This is an optimization exercise on Yosys and OpenROAD, whose aim is small area, not a production implementation. In this exercise RTL edits were held to simulation tests only and were not proved equivalent to the original. Power is estimated from default activity; no workload was simulated.

--- flow/run.sh ---
#!/bin/bash
# synth_recipe.tcl (not shown) runs the flow's synth.tcl, then flattens the netlist and writes it again
# the make line also repeats each setting of config.mk as NAME=value (left out here)
make -C /OpenROAD-flow-scripts/flow DESIGN_CONFIG=/design/flow/config.mk WORK_HOME=/design/flow/orfs CLKGATE_MAP_FILE= SYNTH_SCRIPT=/design/flow/synth_recipe.tcl finish
--- flow/config.mk ---
export PLATFORM = sky130hd
export DESIGN_NAME = lsu_dcache
export DESIGN_NICKNAME = lsu_dcache
export VERILOG_FILES = /design/flow/design.v
export SDC_FILE = /design/flow/constraint.sdc
export NUM_CORES = 4
export LEC_CHECK = 0
export CAP_MARGIN = 20
export CELL_PAD_IN_SITES_DETAIL_PLACEMENT = 1
export CORE_MARGIN = 2
export CORE_UTILIZATION = 30
export PLACE_DENSITY = 0.36
export SLEW_MARGIN = 20
--- flow/constraint.sdc ---
create_clock -name core_clock -period 8.0 [get_ports {clk}]
set_input_delay 1.6000 -clock core_clock [delete_from_list [all_inputs] [get_ports {clk}]]
set_output_delay 1.6000 -clock core_clock [all_outputs]
set_load 0.01 [all_outputs]
--- flow/design.v ---
package lsu_pkg;
    typedef enum logic {
        LSU_LOAD  = 1'b0,
        LSU_STORE = 1'b1
    } lsu_func_t;
    typedef struct packed {
        lsu_func_t                  func;
        logic [5-1:0]  tag;
        logic [32-1:0] addr;
        logic [32-1:0] data;  
    } lsu_req_t;
    typedef enum logic [1:0] {
        ST_HIT         = 2'd0,
        ST_MISS        = 2'd1,
        ST_FILL_REPLAY = 2'd2
    } lsu_status_t;
    typedef struct packed {
        logic [5-1:0]  tag;
        lsu_status_t                status;
        logic [32-1:0] data;
    } lsu_resp_t;
    typedef struct packed {
        logic [(32 - 5)-1:0] line_addr;
        logic [256-1:0]      data;
    } lsu_fill_t;
    typedef struct packed {
        logic [32-1:0] addr;
        logic [32-1:0] data;
    } lsu_store_t;
endpackage
`timescale 1ns/1ps
module lsu_d0 (
    input  logic                            clk,
    input  logic                            n_rst,
    input  logic                            i_flush,
    input  logic                            i_fill_en,
    input  logic [(32 - 5)-1:0] i_fill_line_addr,
    input  logic                            i_valid,
    input  lsu_pkg::lsu_req_t               i_req,
    output logic                            o_valid,
    output logic                            o_fill_replay,
    output lsu_pkg::lsu_req_t               o_req
);
    logic replay_q;    
    logic replay_now;  
    assign replay_now = i_fill_en &
        (i_fill_line_addr == o_req.addr[32-1:5]);
    assign o_fill_replay = replay_q | replay_now;
    always_ff @(posedge clk) begin
        replay_q <= i_fill_en &
            (i_fill_line_addr == i_req.addr[32-1:5]);
        o_req    <= i_req;
    end
    always_ff @(posedge clk) begin
        if (~n_rst) begin
            o_valid <= 1'b0;
        end else begin
            o_valid <= i_valid & ~i_flush;  
        end
    end
endmodule
`timescale 1ns/1ps
module lsu_d1 (
    input  logic                            clk,
    input  logic                            n_rst,
    input  logic                            i_flush,
    input  logic                            i_valid,
    input  logic                            i_fill_replay,
    input  lsu_pkg::lsu_req_t               i_req,
    input  logic [((32 - 5) - 4)-1:0]      i_rd_tag,
    input  logic                            i_rd_valid,
    input  logic [256-1:0]      i_rd_line,
    output logic                            o_wr_en,
    output logic [32-1:0]      o_wr_addr,
    output logic [32-1:0]      o_wr_data,
    output logic                            o_miss_valid,
    output logic [(32 - 5)-1:0] o_miss_line_addr,
    output logic                            o_resp_valid,
    output lsu_pkg::lsu_resp_t              o_resp,
    output logic                            o_store_valid,
    output lsu_pkg::lsu_store_t             o_store
);
    logic                           live;
    logic                           is_store;
    logic                           tag_hit;
    logic [((32 - 5) - 4)-1:0]     req_ctag;
    logic [(5 - 2)-1:0] word_sel;
    logic [32-1:0]     rd_word;
    lsu_pkg::lsu_status_t                    status;
    lsu_pkg::lsu_resp_t                      resp_next;
    assign live     = i_valid & ~i_flush;
    assign is_store = (i_req.func == lsu_pkg::LSU_STORE);
    assign req_ctag = i_req.addr[32-1 -: ((32 - 5) - 4)];
    assign word_sel = i_req.addr[5-1:2];  
    assign rd_word  = i_rd_line[word_sel*32 +: 32];
    assign tag_hit  = i_rd_valid & (i_rd_tag == req_ctag);
    always_comb begin
        if (i_fill_replay) begin
            status = lsu_pkg::ST_FILL_REPLAY;
        end else if (tag_hit) begin
            status = lsu_pkg::ST_HIT;
        end else begin
            status = lsu_pkg::ST_MISS;
        end
    end
    always_comb begin
        resp_next.tag    = i_req.tag;
        resp_next.status = status;
        if (is_store) begin
            resp_next.data = i_req.data;
        end else if (status == lsu_pkg::ST_HIT) begin
            resp_next.data = rd_word;
        end else begin
            resp_next.data = '0;
        end
    end
    assign o_wr_en   = live & is_store & (status == lsu_pkg::ST_HIT);  
    assign o_wr_addr = i_req.addr;
    assign o_wr_data = i_req.data;
    assign o_miss_valid     = live & (status == lsu_pkg::ST_MISS);
    assign o_miss_line_addr = i_req.addr[32-1:5];
    always_ff @(posedge clk) begin
        o_resp       <= resp_next;
        o_store.addr <= i_req.addr;
        o_store.data <= i_req.data;
    end
    always_ff @(posedge clk) begin
        if (~n_rst) begin
            o_resp_valid  <= 1'b0;
            o_store_valid <= 1'b0;
        end else begin
            o_resp_valid  <= live;
            o_store_valid <= o_wr_en;  
        end
    end
endmodule
`timescale 1ns/1ps
module dcache_array (
    input  logic                            clk,
    input  logic                            n_rst,
    input  logic [4-1:0]     i_rd_index,
    output logic [((32 - 5) - 4)-1:0]      o_rd_tag,
    output logic                            o_rd_valid,
    output logic [256-1:0]      o_rd_line,
    input  logic                            i_wr_en,
    input  logic [32-1:0]      i_wr_addr,
    input  logic [32-1:0]      i_wr_data,
    input  logic                            i_fill_en,
    input  lsu_pkg::lsu_fill_t              i_fill
);
    localparam int unsigned NUM_SETS = 1 << 4;
    logic [((32 - 5) - 4)-1:0]     tag_q  [NUM_SETS];
    logic [256-1:0]     line_q [NUM_SETS];
    logic [NUM_SETS-1:0]            valid_q;
    logic [4-1:0]    wr_index;
    logic [(5 - 2)-1:0] wr_word;
    logic [256-1:0]     wr_line;    
    logic [4-1:0]    fill_index;
    logic [((32 - 5) - 4)-1:0]     fill_ctag;
    logic [((32 - 5) - 4)-1:0]     rd_tag_next;
    logic                           rd_valid_next;
    logic [256-1:0]     rd_line_next;
    assign wr_index   = i_wr_addr[5 +: 4];
    assign wr_word    = i_wr_addr[5-1:2];
    assign fill_index = i_fill.line_addr[4-1:0];
    assign fill_ctag  = i_fill.line_addr[(32 - 5)-1:4];
    always_comb begin
        wr_line = line_q[wr_index];
        wr_line[wr_word*32 +: 32] = i_wr_data;
    end
    always_comb begin
        rd_tag_next   = tag_q[i_rd_index];
        rd_valid_next = valid_q[i_rd_index];
        rd_line_next  = line_q[i_rd_index];
        if (i_fill_en && (fill_index == i_rd_index)) begin
            rd_tag_next   = fill_ctag;
            rd_valid_next = 1'b1;
            rd_line_next  = i_fill.data;
        end else if (i_wr_en && (wr_index == i_rd_index)) begin
            rd_line_next  = wr_line;
        end
    end
    always_ff @(posedge clk) begin
        if (i_wr_en) begin
            line_q[wr_index] <= wr_line;
        end
        if (i_fill_en) begin
            line_q[fill_index] <= i_fill.data;
            tag_q[fill_index]  <= fill_ctag;
        end
    end
    always_ff @(posedge clk) begin
        if (~n_rst) begin
            valid_q <= '0;
        end else if (i_fill_en) begin
            valid_q[fill_index] <= 1'b1;
        end
    end
    always_ff @(posedge clk) begin
        o_rd_tag  <= rd_tag_next;
        o_rd_line <= rd_line_next;
    end
    always_ff @(posedge clk) begin
        if (~n_rst) begin
            o_rd_valid <= 1'b0;
        end else begin
            o_rd_valid <= rd_valid_next;
        end
    end
endmodule
`timescale 1ns/1ps
module miss_fill_unit (
    input  logic                            clk,
    input  logic                            n_rst,
    input  logic                            i_miss_valid,
    input  logic [(32 - 5)-1:0] i_miss_line_addr,
    output logic                            o_mem_req_valid,
    output logic [(32 - 5)-1:0] o_mem_req_line_addr,
    input  logic                            i_mem_fill_valid,
    input  lsu_pkg::lsu_fill_t              i_mem_fill,
    output logic                            o_fill_en,
    output lsu_pkg::lsu_fill_t              o_fill
);
    logic                            busy_q;
    logic [(32 - 5)-1:0] line_addr_q;  
    logic                            alloc;
    assign alloc = i_miss_valid & ~busy_q;
    always_ff @(posedge clk) begin
        if (alloc) begin
            line_addr_q <= i_miss_line_addr;
        end
    end
    always_ff @(posedge clk) begin
        if (~n_rst) begin
            busy_q          <= 1'b0;
            o_mem_req_valid <= 1'b0;
        end else begin
            o_mem_req_valid <= alloc;  
            if (alloc) begin
                busy_q <= 1'b1;
            end else if (i_mem_fill_valid) begin
                busy_q <= 1'b0;  
            end
        end
    end
    assign o_mem_req_line_addr = line_addr_q;
    assign o_fill_en        = i_mem_fill_valid & busy_q;
    assign o_fill.line_addr = line_addr_q;  
    assign o_fill.data      = i_mem_fill.data;
endmodule
`timescale 1ns/1ps
module lsu_dcache (
    input  logic                            clk,
    input  logic                            n_rst,
    input  logic                            i_flush,
    input  logic                            i_valid,
    input  logic                            i_req_func,
    input  logic [5-1:0]       i_req_tag,
    input  logic [32-1:0]      i_req_addr,
    input  logic [32-1:0]      i_req_data,
    output logic                            o_resp_valid,
    output logic [5-1:0]       o_resp_tag,
    output logic [1:0]                      o_resp_status,
    output logic [32-1:0]      o_resp_data,
    output logic                            o_store_valid,
    output logic [32-1:0]      o_store_addr,
    output logic [32-1:0]      o_store_data,
    output logic                            o_mem_req_valid,
    output logic [(32 - 5)-1:0] o_mem_req_line_addr,
    input  logic                            i_mem_fill_valid,
    input  logic [(32 - 5)-1:0] i_mem_fill_line_addr,
    input  logic [256-1:0]      i_mem_fill_data
);
    lsu_pkg::lsu_req_t                        i_req;
    lsu_pkg::lsu_resp_t                       o_resp;
    lsu_pkg::lsu_store_t                      o_store;
    lsu_pkg::lsu_fill_t                       i_mem_fill;
    assign i_req.func           = lsu_pkg::lsu_func_t'(i_req_func);
    assign i_req.tag            = i_req_tag;
    assign i_req.addr           = i_req_addr;
    assign i_req.data           = i_req_data;
    assign o_resp_tag           = o_resp.tag;
    assign o_resp_status        = o_resp.status;
    assign o_resp_data          = o_resp.data;
    assign o_store_addr         = o_store.addr;
    assign o_store_data         = o_store.data;
    assign i_mem_fill.line_addr = i_mem_fill_line_addr;
    assign i_mem_fill.data      = i_mem_fill_data;
    logic                            d0_valid;
    logic                            d0_fill_replay;
    lsu_pkg::lsu_req_t                        d0_req;
    logic [((32 - 5) - 4)-1:0]      rd_tag;
    logic                            rd_valid;
    logic [256-1:0]      rd_line;
    logic                            wr_en;
    logic [32-1:0]      wr_addr;
    logic [32-1:0]      wr_data;
    logic                            miss_valid;
    logic [(32 - 5)-1:0] miss_line_addr;
    logic                            fill_en;
    lsu_pkg::lsu_fill_t                       fill;
    lsu_d0 lsu_d0_inst (
        .clk              (clk),
        .n_rst            (n_rst),
        .i_flush          (i_flush),
        .i_fill_en        (fill_en),
        .i_fill_line_addr (fill.line_addr),
        .i_valid          (i_valid),
        .i_req            (i_req),
        .o_valid          (d0_valid),
        .o_fill_replay    (d0_fill_replay),
        .o_req            (d0_req)
    );
    dcache_array dcache_array_inst (
        .clk        (clk),
        .n_rst      (n_rst),
        .i_rd_index (i_req.addr[5 +: 4]),
        .o_rd_tag   (rd_tag),
        .o_rd_valid (rd_valid),
        .o_rd_line  (rd_line),
        .i_wr_en    (wr_en),
        .i_wr_addr  (wr_addr),
        .i_wr_data  (wr_data),
        .i_fill_en  (fill_en),
        .i_fill     (fill)
    );
    lsu_d1 lsu_d1_inst (
        .clk              (clk),
        .n_rst            (n_rst),
        .i_flush          (i_flush),
        .i_valid          (d0_valid),
        .i_fill_replay    (d0_fill_replay),
        .i_req            (d0_req),
        .i_rd_tag         (rd_tag),
        .i_rd_valid       (rd_valid),
        .i_rd_line        (rd_line),
        .o_wr_en          (wr_en),
        .o_wr_addr        (wr_addr),
        .o_wr_data        (wr_data),
        .o_miss_valid     (miss_valid),
        .o_miss_line_addr (miss_line_addr),
        .o_resp_valid     (o_resp_valid),
        .o_resp           (o_resp),
        .o_store_valid    (o_store_valid),
        .o_store          (o_store)
    );
    miss_fill_unit miss_fill_unit_inst (
        .clk                 (clk),
        .n_rst               (n_rst),
        .i_miss_valid        (miss_valid),
        .i_miss_line_addr    (miss_line_addr),
        .o_mem_req_valid     (o_mem_req_valid),
        .o_mem_req_line_addr (o_mem_req_line_addr),
        .i_mem_fill_valid    (i_mem_fill_valid),
        .i_mem_fill          (i_mem_fill),
        .o_fill_en           (fill_en),
        .o_fill              (fill)
    );
endmodule
==> summary.md, run 1 <==
| Metric | Value |
|---|---|
| CTS Buf Count | 593 |
| CP arrival | 7.11 ns |
| Sequential power share | 0.457 |
| Crit. End Element | flop |
| Critical Path RT | 8.77 ns |
| Die span in y | 878 µm |
| Worst R2R Setup Slack | 1.66 ns |
| Post-CTS Setup Inserts | 0 |
| Internal power | 0.0441 W |
| CP startpoint | lsu_d0_inst.o_req[38]$_DFF_P_ |
| Busiest layer in global routing | met2 |
| Area of the core | 763000 µm² |
| GR Layer Usage met2 | 0.458 |
| Critical Path Slowest Stage Cell | o21ai_4 |
| GRT met1 Usage | 0.415 |
| Clk slew on worst S/H paths | 0.06 ns |
| Total GRT Usage | 0.291 |
| Via/cell ratio | 5.63 |
| Switching share of power | 0.268 |
| Std cell rows | 321 |
| I/O pins | 491 |
| Comb pwr share | 0.109 |
| Number of antenna violations at the first check in global routing | 224 |
| Synth warn | 4 |
| Synth top area cells | edfxtp_1, nor2_1, mux4_2, a21oi_1, mux2i_1 |
| Tmin final | 6.34 ns |
| Crit path depth | 11 |
| DR iter-0 viols | 20700 |
| Hold worst-path end | lsu_d1_inst.o_resp[38]$_DFF_P_ |
| Area of the mapped netlist | 229000 µm² |
| Pin count of the biggest net entering global routing | 118 |
| Clock tree sinks | 4687 |
| Clock power share | 0.434 |
| R2R depth | 11 |
| Multiplexer share of the synthesized area | 0.116 |
| Worst-Skew Late Latency | 1.16 ns |
| Cell taking the most area after synthesis | edfxtp_1 |
| Crit share post-route | 0.792 |
| Crit-path cells | buf_4 -> mux2i_1 -> a22oi_1 -> nand2_1 -> a221oi_1 -> nand4_1 -> a221oi_2 -> nand4_4 -> o21ai_4 -> buf_12 -> buf_12 |
| Status | complete, no violations |
| Final Max Slew Viols | 0 |
| Antenna-violating nets left | 0 |
| Ys async rst share | 0 |
| Max cap viols | 0 |
| Final Hold Fails | 0 |
| DR WL/cell | 37.4 µm |
| Critical Path Source Type | flop |
| Reg2reg start | lsu_d0_inst.o_req[38]$_DFF_P_ |
| First-pass GRT wire length | 1560 mm |
| Growth of design area from synthesis to finish | 15.1% |
| Largest delay share family, worst path | compound AO/OA/AOI/OAI gates |
| Pre-CTS WS | 1.70 ns |
| Count of cell types in the netlist | 72 |
| Lkg Pwr | 92.3 nW |
| DP Wirelength | 687 mm |
| Post-synthesis simple-gate area fraction | 0.141 |
| Final setup violation count | 0 |
| Port bufs | 463 |
| Hold depth | 0 |
| Largest family of logic cells by synthesized area | simple AND/OR/NAND/NOR gates |
| Peak Freq | 158 MHz |
| Worst-path fanout max | 33 |
| Primary FF master, synth | edfxtp_1 |
| Post-CTS sizing | 0 |
| Min-delay src | lsu_d0_inst.o_req[68]$_DFF_P_ |
| Number of global-route vias before repair | 171000 |
| Number of remaining DRC errors | 0 |
| Slew of the pin with the lowest slew margin | 1.28 ns |
| Seq/Total Area, Yosys | 0.606 |
| Worst min path class | reg -> reg |
| Post-route core utilization | 0.346 |
| Syn_area_per_cell | 11.2 µm² |
| Slew Limit Headroom | 0.147 |
| CTS tree | done |
| Maximum VDD drop | 0.000238 V |
| Share of cells above drive strength 1 | 0.131 |
| Adder-cell share of the synthesized area | 0.000655 |
| Syn nets | 20900 |
| Met3 Usage GRT | 0.0455 |
| Final wirelength | 1160 mm |
| Setup ws final | 1.66 ns |
| Root Buffer | clkbuf_16 |
| Number of synthesized register bits | 4687 |
| Sw power | 0.0161 W |
| Clock skew | 0.0756 ns |
| Post-synth top area share | 0.589 |
| Gpl congestion | 0.821 |
| Synth Area in XOR/XNOR | 0.00333 |
| Placed instance area | 246000 µm² |
| Hold_buf cts | 0 |
| Fillers | 81700 |
| Remaining global-route overflow | 0 |
| Initial Util | 0.300 |
| Power Density | 228 nW/µm² |
| Maximum clock insertion buffer count | 4 |
| Final instance area | 264000 µm² |
| Setup CP Type | reg -> reg |
| Post-Route Setup TNS | 0 ns |
| H-tree Lvls | 6 |
| Post-synth EDFFs | 4491 |
| Die W | 878 µm |
| Die Area | 771000 µm² |
| RSZ-0062 raised after global routing | false |
| Compound-cell area share of the yosys netlist | 0.0896 |
| WP buf/inv | 3 |
| CP most frequent cell | buf_12 |
| Via count | 174000 |
| Final layout net count | 20500 |
| Tot Pwr | 0.0602 W |
| Reg-to-Reg End | dcache_array_inst.line_q[2][145]$_DFFE_PP_ |
| Pre-antenna DRT Iters | 7 |
| Post-Synthesis Cells | 20500 |
| Critical path's largest stage delay | 1.27 ns |
[synth_stat cells, types with 8 or more instances]
cell	number
a211oi_1	24
a21oi_1	2392
a21oi_2	9
a221o_1	28
a221oi_1	146
a22o_1	125
a22oi_1	223
a22oi_2	19
a31oi_1	12
and2_1	10
and3_1	16
buf_1	425
buf_2	240
buf_4	241
buf_6	55
clkbuf_1	1226
dfxtp_1	196
edfxtp_1	4491
ha_1	12
inv_1	17
inv_2	18
mux2i_1	541
mux4_2	934
nand2_1	287
nand2b_1	42
nand3_1	53
nand4_1	12
nor2_1	8004
nor2b_1	22
nor3_1	17
nor4_1	11
o211ai_1	22
o21ai_0	182
o21ai_1	82
o221ai_1	8
o22a_1	84
o22ai_1	103
o22ai_2	13
o2bb2ai_1	8
o31ai_1	10
o32ai_1	9
xnor2_1	47
xor2_1	40
[power by group through the flow]
stage / Clock [W] / Combinational (W) / Sequential, W
finish: 0.0261 / 0.00657 / 0.0275
floorplan: 0 / 0.00400 / 0.0280
global placement: 0 / 0.00636 / 0.0280
CTS: 0.0266 / 0.00651 / 0.0275
global route: 0.0274 / 0.00707 / 0.0275
detailed placement: 0 / 0.00650 / 0.0281
[area by class of cell]
cell class | count | area [µm²] | share of cell area
Antenna cell | 90 | 225 | 0.000854
Clock buffer | 785 | 15900 | 0.0603
Clock inverter | 287 | 2140 | 0.00813
Inverter | 36 | 278 | 0.00105
Multi-Input combinational cell | 13600 | 81000 | 0.307
Sequential cell | 4687 | 139000 | 0.526
Tap cell | 10200 | 12700 | 0.0483
Timing Repair Buffer | 1233 | 12700 | 0.0481
[placed cells by master, fill, tap and decap left out, drive strengths merged, types with 11 or more instances in the layout]
cell type / synthesis / final
nand3: 53 / 53
xor2: 40 / 40
inv: 35 / 72
a221oi: 148 / 148
diode: 0 / 90
o22a: 85 / 85
clkinv: 1 / 233
bufinv: 0 / 16
nor3: 17 / 17
a31oi: 12 / 12
ha: 12 / 12
a221o: 28 / 28
o31ai: 17 / 17
o22ai: 116 / 116
nand2: 287 / 287
nor4: 11 / 11
xnor2: 47 / 47
and3: 16 / 16
nor2b: 22 / 22
nand4: 14 / 14
a21oi: 2401 / 2401
buf: 969 / 770
o211ai: 22 / 22
dfxtp: 196 / 196
edfxtp: 4491 / 4491
mux4: 934 / 934
a22o: 125 / 125
nor2: 8004 / 8004
o21ai: 264 / 264
nand2b: 42 / 42
a22oi: 242 / 242
clkbuf: 1231 / 785
mux2i: 541 / 541
a211oi: 24 / 24
clkdlybuf4s50: 0 / 463
[through the flow]
step	hold slack (ns)	std cells
final	0.323	30900
after global routing	0.328	30800
after CTS	0.326	30800
after detailed placement	0.314	29700
after global placement	0.310	29700
after floorplan	0.310	20500
[how the worst max path moves through the flow]
stage / end / slack, ns
after floorplan: dcache_array_inst.line_q[5][0]$_DFFE_PP_ / -1.75
after global placement: dcache_array_inst.line_q[1][101]$_DFFE_PP_ / 1.66
after detailed placement: dcache_array_inst.line_q[1][101]$_DFFE_PP_ / 1.70
after CTS: dcache_array_inst.line_q[1][106]$_DFFE_PP_ / 1.63
after global routing: dcache_array_inst.line_q[2][145]$_DFFE_PP_ / 1.58
final: dcache_array_inst.line_q[2][145]$_DFFE_PP_ / 1.66
[registers in the layout, summed over array words and instances, names as in the netlist, 16 cells and up]
name                             flops
dcache_array_inst.tag_q            368
lsu_d1_inst.o_store                 64
dcache_array_inst.line_q          4096
dcache_array_inst.valid_q           16
miss_fill_unit_inst.line_addr_q     27
lsu_d0_inst.o_req                   70
lsu_d1_inst.o_resp                  39
[cells by family after synthesis]
logic type,after synthesis
simple gates,8486
flops,4687
compound gates,3533
buf+inv,2236
mux,1477
xor+xnor,87
fa+ha+maj,12
[per-layer routing]
layer / part of all wire / vias to the layer above
met4: 0.033 / 64
met3: 0.070 / 1452
met1: 0.45 / 93100
met2: 0.45 / 6969
met5: 0.00038 / -
li1: - / 72300
==> run 2: changes to the inputs <==
--- a/flow/design.v
+++ b/flow/design.v
@@ -123,5 +123,5 @@
         o_resp       <= resp_next;
         o_store.addr <= i_req.addr;
-        o_store.data <= i_req.data;
+        o_store.data <= '0;    
     end
     always_ff @(posedge clk) begin
@@ -284,5 +284,5 @@
     assign o_resp_data          = o_resp.data;
     assign o_store_addr         = o_store.addr;
-    assign o_store_data         = o_store.data;
+    assign o_store_data         = o_resp.data;
     assign i_mem_fill.line_addr = i_mem_fill_line_addr;
     assign i_mem_fill.data      = i_mem_fill_data;
==> flow/flow/run.sh (new file) <==
#!/bin/bash
# Layout flow: the standard ORFS flow (standard.sh), with three changes:
# combinational cells are set to drive strength 1 after floorplanning (the
# later repair steps size up where needed), the clock tree is built from
# large clusters of flip-flops without dummy balancing loads, and the ports are
# buffered with the smallest buffer. Each step's log is in orfs/logs/.
set -euo pipefail
export POST_FLOORPLAN_TCL="$PWD/flow/downsize.tcl"
export CTS_ARGS="-sink_clustering_enable -repair_clock_nets -dont_use_dummy_load -sink_clustering_size 24 -sink_clustering_max_diameter 80 -buf_list {sky130_fd_sc_hd__clkbuf_16}"
export BUFFER_PORTS_ARGS="-buffer_cell sky130_fd_sc_hd__buf_1"
bash standard.sh synth > flow_synth.log 2>&1
bash standard.sh finish > flow_finish.log 2>&1
==> flow/flow/downsize.tcl (new file) <==
# Swap every combinational cell that synthesis gave a larger drive strength
# to the same cell at drive strength 1; the placement's repair_design and the
# later timing repair size up again where slew, load or timing need it.
set db [ord::get_db]
set block [ord::get_db_block]
set swapped 0
foreach inst [$block getInsts] {
  set name [[$inst getMaster] getName]
  if { ![regexp {^sky130_fd_sc_hd__(.*)_([0-9]+)$} $name -> base size] } { continue }
  if { $size <= 1 } { continue }
  if { [regexp {^(df|edf|sdf|sedf|dl|tap|fill|decap|conb|clk|lpflow|probe|diode)} $base] } { continue }
  set small [$db findMaster sky130_fd_sc_hd__${base}_1]
  if { $small == "NULL" || $small == "" } { continue }
  if { [$inst swapMaster $small] } { incr swapped }
}
puts "downsize: $swapped instances set to drive strength 1"
==> flow/standard.sh (new file) <==
#!/bin/bash
# synth_recipe.tcl (not shown) runs the flow's synth.tcl, then flattens the netlist and writes it again
# the make line also repeats each setting of config.mk as NAME=value (left out here)
make -C /OpenROAD-flow-scripts/flow DESIGN_CONFIG=/design/flow/config.mk WORK_HOME=/design/flow/orfs CLKGATE_MAP_FILE= SYNTH_SCRIPT=/design/flow/synth_recipe.tcl "${@:-finish}"
removed: flow/run.sh
==> run 2 against run 1 <==
Setup slack improved by 0.35 ns. First-iteration DRC count increased by 1.0%. Clock power decreased by 28%. Synthesized cell count decreased by 0.85%. Clock-buffer cell count decreased by 365. Non-clock buffer count increased by 75. Synthesized area decreased by 0.50%. Die area decreased by 0.50%. Critical path type unchanged.
==> summary.md, run 2 <==
| Metric | Value |
|---|---|
| Number of global-route vias before repair | 167000 (-2.4%) |
| Reg2reg start | lsu_d0_inst.o_req[38]$_DFF_P_ |
| Via count | 173000 (-0.61%) |
| Tmin final | 5.99 ns (-0.347 ns) |
| Die W | 876 µm (-0.25%) |
| Critical Path Source Type | flop |
| Lkg Pwr | 91.1 nW (-1.4%) |
| Antenna-violating nets left | 0 (unchanged) |
| Number of antenna violations at the first check in global routing | 224 (unchanged) |
| Setup CP Type | reg -> reg |
| First-pass GRT wire length | 1550 mm (-0.64%) |
| Largest Register | dcache_array_inst.line_q |
| Final layout net count | 20200 (-1.5%) |
| Crit. End Element | flop |
| Setup ws final | 2.01 ns (+0.347 ns) |
| Worst min path class | reg -> reg |
| Root Buffer | clkbuf_16 |
| Syn nets | 20700 (-0.84%) |
| Critical path's largest stage delay | 0.85 ns (-0.42 ns) |
| Ys async rst share | 0 (unchanged) |
| DR iter-0 viols | 21000 (+1.0%) |
| Count of cell types in the netlist | 76 (+5.6%) |
| Maximum VDD drop | 0.000206 V (-13%) |
| Area of the mapped netlist | 228000 µm² (-0.50%) |
| Min-delay src | lsu_d0_inst.o_req[66]$_DFF_P_ |
| Hold depth | 0 (unchanged) |
| Total GRT Usage | 0.292 (+0.00170) |
| Peak Freq | 167 MHz (+5.8%) |
| Max cap viols | 0 (unchanged) |
| Clock power share | 0.358 (-0.076) |
| Post-synth top area share | 0.592 (+0.00298) |
| Cell taking the most area after synthesis | edfxtp_1 |
| Post-CTS Setup Inserts | 0 (unchanged) |
| Number of remaining DRC errors | 0 (unchanged) |
| Final Hold Fails | 0 (unchanged) |
| Maximum clock insertion buffer count | 4 (unchanged) |
| Reg-to-Reg End | dcache_array_inst.line_q[9][128]$_DFFE_PP_ |
| Number of synthesized register bits | 4655 (-0.68%) |
| CP arrival | 6.68 ns (-0.43 ns) |
| Clk slew on worst S/H paths | 0.06 ns (about the same) |
| CP most frequent cell | buf_12 |
| Post-synth top cells | nor2_1, edfxtp_1, a21oi_1, clkbuf_1, mux4_2 |
| DP Wirelength | 687 mm (about the same) |
| Syn_area_per_cell | 11.2 µm² (+0.35%) |
| Critical Path RT | 8.69 ns (-0.08 ns) |
| Internal power | 0.0384 W (-13%) |
| Hold_buf cts | 0 (unchanged) |
| Power Density | 204 nW/µm² (-10%) |
| Fillers | 81400 (-0.34%) |
| Comb pwr share | 0.122 (+0.013) |
| Count leader, synth | nor2_1 |
| Worst-Skew Late Latency | 1.14 ns (-0.02 ns) |
| Remaining global-route overflow | 0 (unchanged) |
| Via/cell ratio | 5.74 (+2.0%) |
| Sequential power share | 0.520 (+0.063) |
| Die span in y | 876 µm (-0.25%) |
| Final wirelength | 1160 mm (+0.39%) |
| Crit-path cells | buf_12 -> mux4_1 -> mux2i_1 -> o311ai_0 -> or4_1 -> a211oi_1 -> nand4_1 -> buf_4 -> o21ai_4 -> buf_12 -> buf_12 |
| Die Area | 767000 µm² (-0.50%) |
| CTS Buf Count | 420 (-29%) |
| Pre-CTS WS | 2.13 ns (+0.435 ns) |
| Pre-antenna DRT Iters | 8 (+1) |
| CTS tree | done |
| Worst R2R Setup Slack | 2.01 ns (+0.35 ns) |
| Sw power | 0.0141 W (-13%) |
| WP buf/inv | 4 (+1) |
| Final setup violation count | 0 (unchanged) |
| Most common cell after layout, fill and taps aside | nor2_1 |
| Filler-free cell count of the finished design | 30100 (-2.5%) |
| Crit share post-route | 0.749 (-0.0434) |
| Slew of the pin with the lowest slew margin | 1.28 ns (-0.00236 ns) |
| RSZ-0062 raised after global routing | false |
| I/O pins | 491 (unchanged) |
| Switching share of power | 0.269 (+0.000879) |
| Largest delay share family, worst path | buffers and inverters |
| Pin count of the biggest net entering global routing | 131 (+11%) |
| Status | complete, no violations |
| Post-Synthesis Cells | 20300 (-0.85%) |
| Hold worst-path end | lsu_d1_inst.o_resp[36]$_DFF_P_ |
| Growth of design area from synthesis to finish | 12.7% |
| Final Max Slew Viols | 0 (unchanged) |
| Gpl congestion | 0.827 (+0.77%) |
| Post-synth EDFFs | 4491 (unchanged) |
| Slew Limit Headroom | 0.145 (-0.00157) |
| Placed Cells | 29600 (-0.53%) |
| Post-CTS sizing | 0 (unchanged) |
| Synth top area cells | edfxtp_1, nor2_1, mux4_2, a21oi_1, clkbuf_1 |
| Max reg flops | 4096 (unchanged) |
| Clock tree sinks | 4655 (-0.68%) |
| Share of cells above drive strength 1 | 0.0719 (-0.0587) |
| DR WL/cell | 38.5 µm (+3.0%) |
| Most frequent cells in the layout | nor2_1, edfxtp_1, a21oi_1 |
| Clock skew | 0.142 ns (+0.0663 ns) |
| Initial Util | 0.301 (about the same) |
| Seq/Total Area, Yosys | 0.606 (about the same) |
| Critical Path Slowest Stage Cell | dfxtp_4 |
| R2R depth | 11 (unchanged) |
| Primary FF master, synth | edfxtp_1 |
| Port bufs | 463 (unchanged) |
| Worst-path fanout max | 83 (+150%) |
| Synth warn | 4 (unchanged) |
| Std cell rows | 320 (-0.31%) |
| H-tree Lvls | 5 (-1) |
| Area of the core | 758000 µm² (-0.57%) |
| Top flop regs | dcache_array_inst.line_q x4096, dcache_array_inst.tag_q x368, lsu_d0_inst.o_req x70 |
==> run 2: stage by stage <==
stage	setup TNS, ns	total power (W)	util	cell area, µm²	hold slack [ns]
2_1_floorplan	-8760.79	0.0318	-	228000	0.310
3_3_place_gp	0	0.0340	0.324	246000	0.310
3_5_place_dp	0	0.0342	0.324	246000	0.315
4_1_cts	0	0.0528	0.338	257000	0.330
5_1_grt	0	0.0540	0.339	257000	0.340
6_report	0	0.0525	0.339	257000	0.321
==> run 2: routing by layer <==
metal | up-vias | global-route usage | wire, µm
met1 | 92600 | 0.411 | 508000
met2 | 6850 | 0.471 | 535000
met3 | 1411 | 0.0368 | 74600
met4 | 66 | 0.0917 | 41600
met5 | - | 0 | 425
li1 | 71900 | - | -
==> run 2: worst max-delay path by stage <==
stage          cells after the start                          start                                         end  slack [ns]
4_1_cts                           11  lsu_d0_inst.o_req[38]$_DFF_P_  dcache_array_inst.line_q[9][128]$_DFFE_PP_        2.02
3_3_place_gp                      11  lsu_d0_inst.o_req[38]$_DFF_P_  dcache_array_inst.line_q[4][134]$_DFFE_PP_        1.98
3_5_place_dp                      11  lsu_d0_inst.o_req[38]$_DFF_P_  dcache_array_inst.line_q[9][130]$_DFFE_PP_        2.13
2_1_floorplan                      9               i_mem_fill_valid   dcache_array_inst.line_q[10][0]$_DFFE_PP_       -2.20
6_report                          11  lsu_d0_inst.o_req[38]$_DFF_P_  dcache_array_inst.line_q[9][128]$_DFFE_PP_        2.01
5_1_grt                           11  lsu_d0_inst.o_req[38]$_DFF_P_  dcache_array_inst.line_q[9][128]$_DFFE_PP_        1.84
==> run 2: cells by family after synthesis <==
group / Yosys count / share of synthesized area
multiplexers: 1532 / 0.121
flip-flops: 4655 / 0.606
AND/OR/NAND/NOR: 8398 / 0.141
AO/OA/AOI/OAI: 3395 / 0.0856
buffers and inverters: 2269 / 0.0435
adder cells (fa/ha/maj): 12 / 0.000659
XOR/XNOR: 82 / 0.00315
==> run 2: area by class of cell <==
| type | count | area (µm²) | share of cell area |
|---|---|---|---|
| multi-input combinational | 13400 | 84200 | 0.328 |
| tap | 10100 | 12700 | 0.0494 |
| clock buffer | 420 | 10500 | 0.0409 |
| antenna | 120 | 300 | 0.00117 |
| timing repair buffer | 1308 | 10700 | 0.0416 |
| inverter | 44 | 300 | 0.00117 |
| sequential | 4655 | 138000 | 0.538 |
==> run 2: worst register-to-register path, stage by stage (launching register included) <==
cell and delay, ns:
dfxtp_4 0.85, buf_12 0.48, mux4_1 0.73, mux2i_1 0.19, o311ai_0 0.17, or4_1 0.53
a211oi_1 0.59, nand4_1 0.20, buf_4 0.33, o21ai_4 0.69, buf_12 0.35, buf_12 0.40
==> run 2: power by group through the flow <==
| stage | registers [W] | logic, W | clock network [W] |
|---|---|---|---|
| after global placement | 0.0278 | 0.00620 | 0 |
| after CTS | 0.0273 | 0.00634 | 0.0191 |
| after global routing | 0.0273 | 0.00688 | 0.0198 |
| after floorplan | 0.0278 | 0.00396 | 0 |
| final | 0.0273 | 0.00642 | 0.0188 |
| after detailed placement | 0.0278 | 0.00633 | 0 |
==> run 3: changes to the inputs <==
--- a/flow/config.mk
+++ b/flow/config.mk
@@ -9,5 +9,5 @@
 export CELL_PAD_IN_SITES_DETAIL_PLACEMENT = 1
 export CORE_MARGIN = 2
-export CORE_UTILIZATION = 30
-export PLACE_DENSITY = 0.36
+export CORE_UTILIZATION = 45
+export PLACE_DENSITY = 0.55
 export SLEW_MARGIN = 20
==> run 3 against run 2 <==
Clock skew grew 0.015 ns. Total power shrank 8.0%. Synthesized cell count is the same. Sequential power is essentially flat. Largest cell class unchanged. Clock-buffer cell count shrank 135. Global-route usage grew 8.9 points. Wire length shrank 14%.
==> summary.md, run 3 <==
| Metric | Value |
|---|---|
| Critical Path Slowest Stage Cell | o21ai_4 |
| Filler-free cell count of the finished design | 26300 (-13%) |
| CP arrival | 6.85 ns (+0.17 ns) |
| Gpl congestion | 0.887 (+7.3%) |
| Most common cell after layout, fill and taps aside | nor2_1 |
| Max cap viols | 0 (unchanged) |
| CTS Buf Count | 285 (-32%) |
| Min-delay src | lsu_d0_inst.o_req[67]$_DFF_P_ |
| Count of cell types in the netlist | 76 (unchanged) |
| Final instance area | 247000 µm² (-4.0%) |
| Final wirelength | 999 mm (-14%) |
| Top flop regs | dcache_array_inst.line_q x4096, dcache_array_inst.tag_q x368, lsu_d0_inst.o_req x70 |
| Pin count of the biggest net entering global routing | 138 (+5.3%) |
| Die span in y | 716 µm (-18%) |
| Via count | 180000 (+3.9%) |
| Largest family of logic cells by synthesized area | simple AND/OR/NAND/NOR gates |
| Switching share of power | 0.265 (-0.00393) |
| Remaining global-route overflow | 0 (unchanged) |
| Port bufs | 463 (unchanged) |
| Crit path depth | 11 (unchanged) |
| Reg2reg start | lsu_d0_inst.o_req[37]$_DFF_P_ |
| Maximum VDD drop | 0.000218 V (+5.8%) |
| RSZ-0062 raised after global routing | false |
| Number of global-route vias before repair | 175000 (+4.7%) |
| Lkg Pwr | 87.9 nW (-3.5%) |
| Post-synth EDFFs | 4491 (unchanged) |
| Crit share post-route | 0.779 (+0.0303) |
| Post-Synthesis Cells | 20300 (unchanged) |
| Adder-cell share of the synthesized area | 0.000659 (unchanged) |
| Tot Pwr | 0.0483 W (-8.0%) |
| Pre-antenna DRT Iters | 8 (unchanged) |
| Via/cell ratio | 6.82 (+19%) |
| Clock skew | 0.157 ns (+0.0154 ns) |
| Clk slew on worst S/H paths | 0.09 ns (+0.03 ns) |
| Clock tree sinks | 4655 (unchanged) |
| Status | complete, no violations |
| Sw power | 0.0128 W (-9.4%) |
| Hold_buf cts | 0 (unchanged) |
| Synth Area in XOR/XNOR | 0.00315 (unchanged) |
| CP most frequent cell | buf_4 |
| Synth top area cells | edfxtp_1, nor2_1, mux4_2, a21oi_1, clkbuf_1 |
| Post-CTS Setup Inserts | 0 (unchanged) |
| Largest Register | dcache_array_inst.line_q |
| Compound-cell area share of the yosys netlist | 0.0856 (unchanged) |
| Internal power | 0.0355 W (-7.5%) |
| Root Buffer | clkbuf_16 |
| Antenna-violating nets left | 0 (unchanged) |
| Area of the core | 505000 µm² (-33%) |
| Die Area | 512000 µm² (-33%) |
| H-tree Lvls | 5 (unchanged) |
| Total GRT Usage | 0.381 (+0.0885) |
| Cell taking the most area after synthesis | edfxtp_1 |
| Syn_area_per_cell | 11.2 µm² (unchanged) |
| Maximum clock insertion buffer count | 4 (unchanged) |
| First-pass GRT wire length | 1380 mm (-11%) |
| Final Max Slew Viols | 0 (unchanged) |
| Area of the mapped netlist | 228000 µm² (unchanged) |
| Growth of design area from synthesis to finish | 8.15% |
| Ys async rst share | 0 (unchanged) |
| Placed Cells | 25900 (-12%) |
| Largest delay share family, worst path | compound AO/OA/AOI/OAI gates |
| Count leader, synth | nor2_1 |
| Number of synthesized register bits | 4655 (unchanged) |
| Number of antenna violations at the first check in global routing | 215 (-4.0%) |
| Seq/Total Area, Yosys | 0.606 (unchanged) |
| Final setup violation count | 0 (unchanged) |
| Post-route core utilization | 0.488 (+0.150) |
| Fillers | 52600 (-35%) |
| Final layout net count | 19800 (-1.9%) |
| Critical Path RT | 8.61 ns (-0.08 ns) |
| Post-synthesis simple-gate area fraction | 0.141 (unchanged) |
| Placed instance area | 239000 µm² (-2.9%) |
| Sequential power share | 0.566 (+0.046) |
| Critical Path Source Type | flop |
| Synth warn | 4 (unchanged) |
| Syn nets | 20700 (unchanged) |
| Primary FF master, synth | edfxtp_1 |
| Share of cells above drive strength 1 | 0.0548 (-0.0170) |
| Post-synth top cells | nor2_1, edfxtp_1, a21oi_1, clkbuf_1, mux4_2 |
| Post-CTS sizing | 0 (unchanged) |
| Crit-path cells | buf_12 -> nor2b_1 -> a22oi_1 -> a21o_1 -> a211oi_1 -> a31oi_1 -> nor4_1 -> nand4_1 -> buf_4 -> o21ai_4 -> buf_4 |
| Worst-Skew Late Latency | 1.08 ns (-0.06 ns) |
| Final Hold Fails | 0 (unchanged) |
| Critical path's largest stage delay | 0.88 ns (+0.03 ns) |
| Comb pwr share | 0.128 (+0.006) |
| Initial Util | 0.452 (+0.151) |
| Hold depth | 0 (unchanged) |
| Most frequent cells in the layout | nor2_1, edfxtp_1, a21oi_1 |
| Worst min path class | reg -> reg |
| Post-Route Setup TNS | 0 ns (unchanged) |
| I/O pins | 491 (unchanged) |
| Die W | 716 µm (-18%) |
| Number of remaining DRC errors | 0 (unchanged) |
| Tmin final | 6.24 ns (+0.242 ns) |
| Multiplexer share of the synthesized area | 0.121 (unchanged) |
| Crit. End Element | flop |
| Post-synth top area share | 0.592 (unchanged) |
| CP startpoint | lsu_d0_inst.o_req[37]$_DFF_P_ |
| R2R depth | 11 (unchanged) |
| DP Wirelength | 568 mm (-17%) |
| Max reg flops | 4096 (unchanged) |
| Setup CP Type | reg -> reg |
| Slew Limit Headroom | 0.0672 (-0.0778) |
| WP buf/inv | 3 (-1) |
| Worst-path fanout max | 71 (-14%) |
| DR iter-0 viols | 27800 (+33%) |
| CTS tree | done |
| Std cell rows | 261 (-18%) |
| Clock power share | 0.307 (-0.051) |
| Worst R2R Setup Slack | 1.76 ns (-0.24 ns) |
| Slew of the pin with the lowest slew margin | 1.38 ns (+0.107 ns) |
| Peak Freq | 160 MHz (-3.9%) |
| Power Density | 196 nW/µm² (-4.2%) |
| DR WL/cell | 38.0 µm (-1.5%) |
run 3: per-stage QoR:
stage	hold slack, ns	setup WS, ns
finish	0.320	1.76
global route	0.327	1.56
CTS	0.323	1.87
detailed placement	0.314	1.93
global placement	0.309	2.09
floorplan	0.310	-2.20
run 3: layout make-up:
cell class	instances	area, µm²	share of cell area
repair buffers	1056	7840	0.0318
multi-input cells	13400	84300	0.342
inverters	44	297	0.00120
diodes	162	405	0.00164
flip-flops and latches	4655	138000	0.560
clock buffers	285	7130	0.0289
well taps	6706	8390	0.0340
run 3: worst reg2reg max path, delay by kind of cell, from the launching register on:
| family | cells | cell delay (ns) |
|---|---|---|
| AO/OA/AOI/OAI | 5 | 1.90 |
| buffers and inverters | 3 | 1.48 |
| flip-flops | 1 | 0.86 |
| AND/OR/NAND/NOR | 3 | 1.56 |
run 3: cells by family (layout without fill, tap and decap cells):
group / count (synthesis) / in the layout
AND/OR/NAND/NOR: 8398 / 8398
flip-flops: 4655 / 4655
AO/OA/AOI/OAI: 3395 / 3395
buffers and inverters: 2269 / 1385
multiplexers: 1532 / 1532
XOR/XNOR: 82 / 82
adder cells (fa/ha/maj): 12 / 12
other: 0 / 162
run 3: routing by layer:
layer  wire [µm]  GRT usage
met1      363000      0.498
met2      438000      0.568
met3      134000      0.108
met4       64000      0.222
met5         606          0
run 3: power groups by stage:
| stage | clock network, W | registers [W] | logic (W) |
|---|---|---|---|
| final | 0.0148 | 0.0273 | 0.00617 |
| after global routing | 0.0155 | 0.0273 | 0.00653 |
| after CTS | 0.0148 | 0.0273 | 0.00594 |
| after detailed placement | 0 | 0.0279 | 0.00592 |
| after global placement | 0 | 0.0279 | 0.00564 |
| after floorplan | 0 | 0.0278 | 0.00396 |
run 3: worst paths after layout:
path	to
min reg2reg	lsu_d1_inst.o_resp[37]$_DFF_P_
max reg2reg	dcache_array_inst.line_q[4][80]$_DFFE_PP_
min	lsu_d1_inst.o_resp[37]$_DFF_P_
max	dcache_array_inst.line_q[4][80]$_DFFE_PP_

afterwards: timing with drivers on the ports:
Ports are ideal in the flow. The routed layouts listed here were re-timed in OpenROAD.
Step 1 (the two cells are an assumption about what drives the block):
set clk [get_ports {clk}]
set_driving_cell -lib_cell sky130_fd_sc_hd__clkbuf_16 $clk
set_driving_cell -lib_cell sky130_fd_sc_hd__buf_2 [delete_from_list [all_inputs] $clk]
Step 2, shift: input delay + t, output delay - t, t = (earliest + latest rising clock arrival at the registers) / 2. This alone moves slack from input paths to output paths.
a / b / c = ideal / step 1 / step 2; a / b = the first two.
| run | t, ns | setup WS [ns] | worst setup path after step 2 | worst register clock-pin slew, ns |
|---|---|---|---|---|
| run 1 | 1.272 | 1.660 / 1.660 / 1.656 | input to register | 0.07 / 0.07 |
| run 2 | 1.216 | 2.007 / 2.007 / 2.007 | register to register | 0.10 / 0.10 |
| run 3 | 1.128 | 1.765 / 1.765 / 1.765 | register to register | 0.11 / 0.11 |
After both steps setup and hold are still met in every run listed. For run 1, which loses most, drivers alone change the setup slack by 0.000 ns; drivers and shift together by -0.004 ns.
